From an optimization exercise on the open Yosys and OpenROAD flow, aimed at small area and a short achievable clock period; shortcuts taken in it are not production practice.
Only simulation tests tie the RTL to the original design; equivalence was not proved.
No driver is modelled on the clock port, so clock power and skew are understated where the tree is cut down; a real chip needs a root buffer or a tree.

==> inputs of try-xenon <==
==> flow/design.v (excerpt) <==
module dtsWorker (
	input wire logic clk,
	input wire logic reset,
	input wire logic anotherOne,
	output logic [39:0] natRuler,
	output logic done
);
export LEC_CHECK = 0
export ABC_AREA = 1
export CAP_MARGIN = 20
export CORE_MARGIN = 2
export CORE_UTILIZATION = 65
export PLACE_DENSITY = 0.75
export SLEW_MARGIN = 20
create_clock -name core_clock -period 24.0 [get_ports {clk}]
standard.sh (not shown) runs the stock make flow with config.mk's settings and CLKGATE_MAP_FILE= SYNTH_SCRIPT=/design/flow/synth_recipe.tcl, a recipe that flattens the netlist after the stock synthesis.
==> flow/flow/run.sh <==
#!/bin/bash
# The standard layout with these changes:
# - the port buffers are buf_2 instead of the flow's default pick (a slow
#   delay buffer); every port still gets a buffer;
# - the clock tree is built by hand in two short levels: the clock port feeds
#   four clkbuf_16, which feed twelve clkbuf_8, each at the centre of the
#   flip-flops it drives (manual_cts.tcl, sourced before the CTS step, which
#   then skips TritonCTS);
# - timing repair keeps a setup margin so that it also works on the few paths
#   that set the achieved period.
# The constraints and the clock period are the standard flow's.
set -euo pipefail
export BUFFER_PORTS_ARGS="-buffer_cell sky130_fd_sc_hd__buf_2"
export PRE_CTS_TCL="$(pwd)/flow/manual_cts.tcl"
export SETUP_SLACK_MARGIN=18.45
bash standard.sh > standard_flow.log 2>&1
==> flow/flow/manual_cts.tcl <==
# Clock distribution in two short levels, built by hand before the CTS step.
# The flip-flops are split by position into NLEAF balanced groups; each group
# gets a leaf clkbuf_8 at its centre. The leaves are split into NTOP balanced
# groups; each gets a clkbuf_16 at its centre, fed straight from the clock
# port (which so drives NTOP cell pins). TritonCTS is then not run for this
# design: clock_tree_synthesis becomes a no-op, and the rest of the CTS step
# (legalisation, timing repair) runs as usual.

set nleaf 12
set ntop 4

# balanced k-means: pts is a list of {x y}; returns {assignment centres}
proc balanced_kmeans {pts k} {
  set n [llength $pts]
  set order [lsort -integer -indices [lmap p $pts {expr {[lindex $p 0] + [lindex $p 1]}}]]
  set cent {}
  for {set i 0} {$i < $k} {incr i} {
    lappend cent [lindex $pts [lindex $order [expr {int(($i + 0.5) * $n / $k)}]]]
  }
  set cap [expr {($n + $k - 1) / $k}]
  for {set iter 0} {$iter < 30} {incr iter} {
    # nearest centre first, at most cap points per centre
    set pairs {}
    set i 0
    foreach p $pts {
      for {set c 0} {$c < $k} {incr c} {
        set q [lindex $cent $c]
        lappend pairs [list [expr {abs([lindex $p 0] - [lindex $q 0]) + abs([lindex $p 1] - [lindex $q 1])}] $i $c]
      }
      incr i
    }
    set asg [lrepeat $n -1]
    set fill [lrepeat $k 0]
    foreach pr [lsort -real -index 0 $pairs] {
      lassign $pr d i c
      if {[lindex $asg $i] < 0 && [lindex $fill $c] < $cap} {
        lset asg $i $c
        lset fill $c [expr {[lindex $fill $c] + 1}]
      }
    }
    set cent {}
    for {set c 0} {$c < $k} {incr c} {
      set sx 0; set sy 0; set cnt 0
      foreach p $pts a $asg {
        if {$a == $c} { set sx [expr {$sx + [lindex $p 0]}]; set sy [expr {$sy + [lindex $p 1]}]; incr cnt }
      }
      lappend cent [list [expr {$sx / max($cnt, 1)}] [expr {$sy / max($cnt, 1)}]]
    }
  }
  return [list $asg $cent]
}

proc place_clock_buffer {block master name x y inNet} {
  set inst [odb::dbInst_create $block $master $name]
  set net [odb::dbNet_create $block "${name}_net"]
  $net setSigType CLOCK
  [$inst findITerm A] connect $inNet
  [$inst findITerm X] connect $net
  $inst setLocation [expr {int($x)}] [expr {int($y)}]
  $inst setPlacementStatus PLACED
  return $net
}

set block [ord::get_db_block]
set db [ord::get_db]
set clkNet [$block findNet clk]
set leafMaster [$db findMaster sky130_fd_sc_hd__clkbuf_8]
set topMaster [$db findMaster sky130_fd_sc_hd__clkbuf_16]

set sinks [$clkNet getITerms]
set pts {}
foreach it $sinks {
  set b [[$it getInst] getBBox]
  lappend pts [list [expr {([$b xMin] + [$b xMax]) / 2}] [expr {([$b yMin] + [$b yMax]) / 2}]]
}
lassign [balanced_kmeans $pts $nleaf] leafAsg leafCent
lassign [balanced_kmeans $leafCent $ntop] topAsg topCent

foreach it $sinks { $it disconnect }
for {set t 0} {$t < $ntop} {incr t} {
  set c [lindex $topCent $t]
  set topNet [place_clock_buffer $block $topMaster "clkbuf_top_$t" [lindex $c 0] [lindex $c 1] $clkNet]
  for {set l 0} {$l < $nleaf} {incr l} {
    if {[lindex $topAsg $l] != $t} continue
    set c [lindex $leafCent $l]
    set leafNet [place_clock_buffer $block $leafMaster "clkbuf_leaf_$l" [lindex $c 0] [lindex $c 1] $topNet]
    set cnt 0
    foreach it $sinks a $leafAsg {
      if {$a == $l} { $it connect $leafNet; incr cnt }
    }
    puts "clock leaf $l under top $t drives $cnt flip-flops"
  }
}

proc clock_tree_synthesis {args} {
  puts "clock_tree_synthesis skipped: the clock buffers were placed by manual_cts.tcl"
}
==> inputs of try-garnet, as changes to try-xenon <==
==> flow/flow/run.sh (replaced) <==
#!/bin/bash
# The standard layout with two changes: the port buffers are buf_2
# instead of the flow's default pick (a slow delay buffer), and the clock
# tree uses clkbuf_8 in larger sink clusters without dummy loads. Every port
# still gets a buffer; the constraints and the clock period are the standard flow's.
set -euo pipefail
export BUFFER_PORTS_ARGS="-buffer_cell sky130_fd_sc_hd__buf_2"
export CTS_ARGS="-sink_clustering_enable -repair_clock_nets -sink_clustering_size 40 -sink_clustering_max_diameter 150 -sink_clustering_levels 1 -buf_list sky130_fd_sc_hd__clkbuf_8 -dont_use_dummy_load"
bash standard.sh > standard_flow.log 2>&1
Settings changed: CORE_UTILIZATION 65 to 40, PLACE_DENSITY 0.75 to 0.6.
removed: flow/flow/manual_cts.tcl
==> results_dict.tcl <==
set metrics [dict create \
    status "complete, no violations" \
    worstHoldPathCells 2 \
    worst-path-max-fanout 5 \
    slew_headroom_pct 47.4 \
    start_util_pct 40.6 \
    cp.arrival_ps 1240 \
    drive_gt1_share_pct 7.91 \
    die_h_um 150 \
    core_mm2 0.0210 \
    wl_met1_um 9770 \
    wl_met2_um 9240 \
]
# the run above: try-garnet

==> results_dict.tcl <==
set metrics [dict create \
    status "complete, no violations" \
    wl_met1_um 8590 \
    ys_ff_latch 149 \
    core_mm2 0.0127 \
    grt_usage_pct 27.9 \
    worstHoldPathCells 0 \
    wl_met2_um 9280 \
    worst-path-max-fanout 1 \
    die_h_um 119 \
    start_util_pct 67.2 \
    slew_headroom_pct 46.8 \
    reg2reg_to "foldQ[6]$_DFF_P_" \
]
# the run above: try-xenon

In try-xenon the design's own scripts or RTL, not TritonCTS, make the clock network.

[separate check: timing with driven ports]
The flow's constraints put no driver on any port. The routed layouts listed below were extracted and timed again, unchanged, in two steps. Step 1 assumes that a clkbuf_16 drives the clock port and a buf_2 every other input. Step 2, shift: input delay + t, output delay - t, t = (earliest + latest rising clock arrival at the registers) / 2. This alone moves slack from input paths to output paths. a / b / c = ideal / step 1 / step 2; a / b = the first two.
run	shift t [ns]	slack for setup (ns)	cell pins on the clock port's net
try-xenon	0.374	18.335 / 18.245 / 18.569	4
try-garnet	0.486	17.961 / 17.919 / 18.405	1
After both steps setup and hold are still met in every run listed.
